What follows belongs to an exercise in optimizing a design on an open flow for small area; a production flow would make more cautious choices. Function was checked by simulation only, so behaviour that the tests miss may differ from the original. Power and IR drop assume default switching activity.

==> inputs of exp/delta <==
## rv_core_top
module rv_core_top (
  input  logic        clk,
  input  logic        rst,
  input  logic [31:0] insn_from_imem,
  output logic [31:0] pc_to_imem,
  output logic        halt,
  output logic [31:0] trace_completed_pc,
  output logic [31:0] trace_completed_insn,
  output logic        trace_rd_we,
  output logic [4:0]  trace_rd,
  output logic [31:0] trace_rd_data
);
==> module rv_pc_unit, before the edit <==
module rv_pc_unit (
  input  logic [31:1] pc,
  input  logic [31:1] imm,
  input  logic [31:1] jalr_target,
  input  logic        take_imm,
  input  logic        take_jalr,
  input  logic        rst,
  output logic [31:1] pc_plus4,
  output logic [31:1] pc_imm,
  output logic [31:1] pc_next
);
  logic [31:2] c;
  assign c[2] = 1'b1;
  for (genvar i = 2; i < 31; i++) begin : g_inc
    assign c[i+1] = c[i] & pc[i];
  end
  assign pc_plus4 = {pc[31:2] ^ c[31:2], pc[1]};
  logic unused_cout;
  logic [31:1] unused_p, unused_g;
  rv_add31 u_add (.a(pc), .b(imm), .cin(1'b0), .sum(pc_imm), .cout(unused_cout), .p(unused_p), .g(unused_g));
  logic s_jalr, s_imm, s_seq;
  assign s_jalr = take_jalr & ~rst;
  assign s_imm  = take_imm & ~take_jalr & ~rst;
  assign s_seq  = ~take_imm & ~take_jalr & ~rst;
  assign pc_next = ({31{s_jalr}} & jalr_target) | ({31{s_imm}} & pc_imm) | ({31{s_seq}} & pc_plus4);
endmodule
==> flow/config.mk <==
export PLATFORM = sky130hd
export DESIGN_NAME = rv_core_top
export DESIGN_NICKNAME = rv_core_top
export VERILOG_FILES = /design/flow/design.v
export SDC_FILE = /design/flow/constraint.sdc
export NUM_CORES = 4
export LEC_CHECK = 0
export CAP_MARGIN = 20
export CORE_MARGIN = 2
export CORE_UTILIZATION = 40
export SETUP_SLACK_MARGIN = 0.1
export SLEW_MARGIN = 20
export SYNTH_HIERARCHICAL = 1
==> flow/constraint.sdc <==
create_clock -name core_clock -period 12.0 [get_ports {clk}]
set_input_delay 2.4000 -clock core_clock [delete_from_list [all_inputs] [get_ports {clk}]]
set_output_delay 2.4000 -clock core_clock [all_outputs]
set_load 0.01 [all_outputs]
standard.sh (not shown) runs the stock make flow with config.mk's settings and CLKGATE_MAP_FILE= SYNTH_SCRIPT=/design/flow/synth_recipe.tcl, a recipe that flattens the netlist after the stock synthesis.
==> flow/flow/run.sh <==
#!/bin/bash
set -euo pipefail
export BUFFER_PORTS_ARGS="-buffer_cell sky130_fd_sc_hd__buf_1"
export CTS_ARGS="-sink_clustering_enable -repair_clock_nets -dont_use_dummy_load -buf_list sky130_fd_sc_hd__clkbuf_16 -sink_clustering_size 24 -sink_clustering_max_diameter 80"
bash standard.sh > flow_make.log 2>&1
==> inputs of exp/zinc, as changes to exp/delta <==
--- a/flow/design.v
+++ b/flow/design.v
@@ -512,7 +512,11 @@
   assign s_jalr = take_jalr & ~rst;
   assign s_imm  = take_imm & ~take_jalr & ~rst;
   assign s_seq  = ~take_imm & ~take_jalr & ~rst;
-  assign pc_next = ({31{s_jalr}} & jalr_target) | ({31{s_imm}} & pc_imm) | ({31{s_seq}} & pc_plus4);
+  for (genvar k = 1; k < 32; k++) begin : g_next
+    logic n;
+    rv_aoi222 u_aoi (.a({s_jalr, s_imm, s_seq}), .b({jalr_target[k], pc_imm[k], pc_plus4[k]}), .y(n));
+    rv_c_inv u_inv (.a(n), .y(pc_next[k]));
+  end
 endmodule
 module rv_add31 (
   input  logic [30:0] a,
==> flow/flow/run.sh (replaced) <==
#!/bin/bash
set -euo pipefail
export BUFFER_PORTS_ARGS="-buffer_cell sky130_fd_sc_hd__buf_1"
export CTS_ARGS="-sink_clustering_enable -repair_clock_nets -dont_use_dummy_load -buf_list sky130_fd_sc_hd__clkbuf_4 -sink_clustering_size 9 -sink_clustering_max_diameter 50"
bash standard.sh > flow_make.log 2>&1
==> comparison <==
exp/delta completed with no timing, DRC or antenna violations. exp/zinc ran to the end with no violations. Between exp/delta and exp/zinc, the lower global-route usage is in exp/delta (gap 1.2 points). Die area: exp/zinc is smaller than exp/delta (about 1%). Against exp/delta, the cell area of exp/zinc is lower by about 1.8%. In exp/zinc the synthesized cell count is smaller than in exp/delta, by about 1.4%. Of exp/delta and exp/zinc, exp/zinc has the higher setup slack (gap 0.10 ns). In exp/delta the critical path depth is lower than in exp/zinc, by 3. Of exp/zinc and exp/delta, exp/delta has the higher clock power (gap about 13%, measured against exp/delta). Sequential cell count is the same in exp/delta and exp/zinc. Sequential share of layout area: exp/zinc is higher than exp/delta (1.0 points). In exp/zinc the total power is lower than in exp/delta, by 3.6%.

## afterwards: timing with drivers on the ports
The flow's constraints put no driver on any port. The routed layouts listed below were extracted and timed again, unchanged, in two steps. Step 1: set_driving_cell puts a clkbuf_16 on clk and a buf_2 on each other input, an assumption about the parent block. Step 2 also shifts input and output timing later by t, the mid clock arrival at the registers, as if the neighbouring blocks saw the same clock. Three values: no drivers, after step 1, after step 2; two values: the first two.
| run | shift t [ns] | setup slack, ns | pins driven straight from the clock port |
|---|---|---|---|
| exp/delta | 0.744 | 0.219 / 0.187 / 0.187 | 1 |
| exp/zinc | 1.128 | 0.323 / 0.244 / 0.244 | 1 |
After both steps every run listed still meets setup and hold. The setup slack of exp/zinc, which loses most, moves by -0.079 ns with the drivers and by -0.079 ns with both steps.
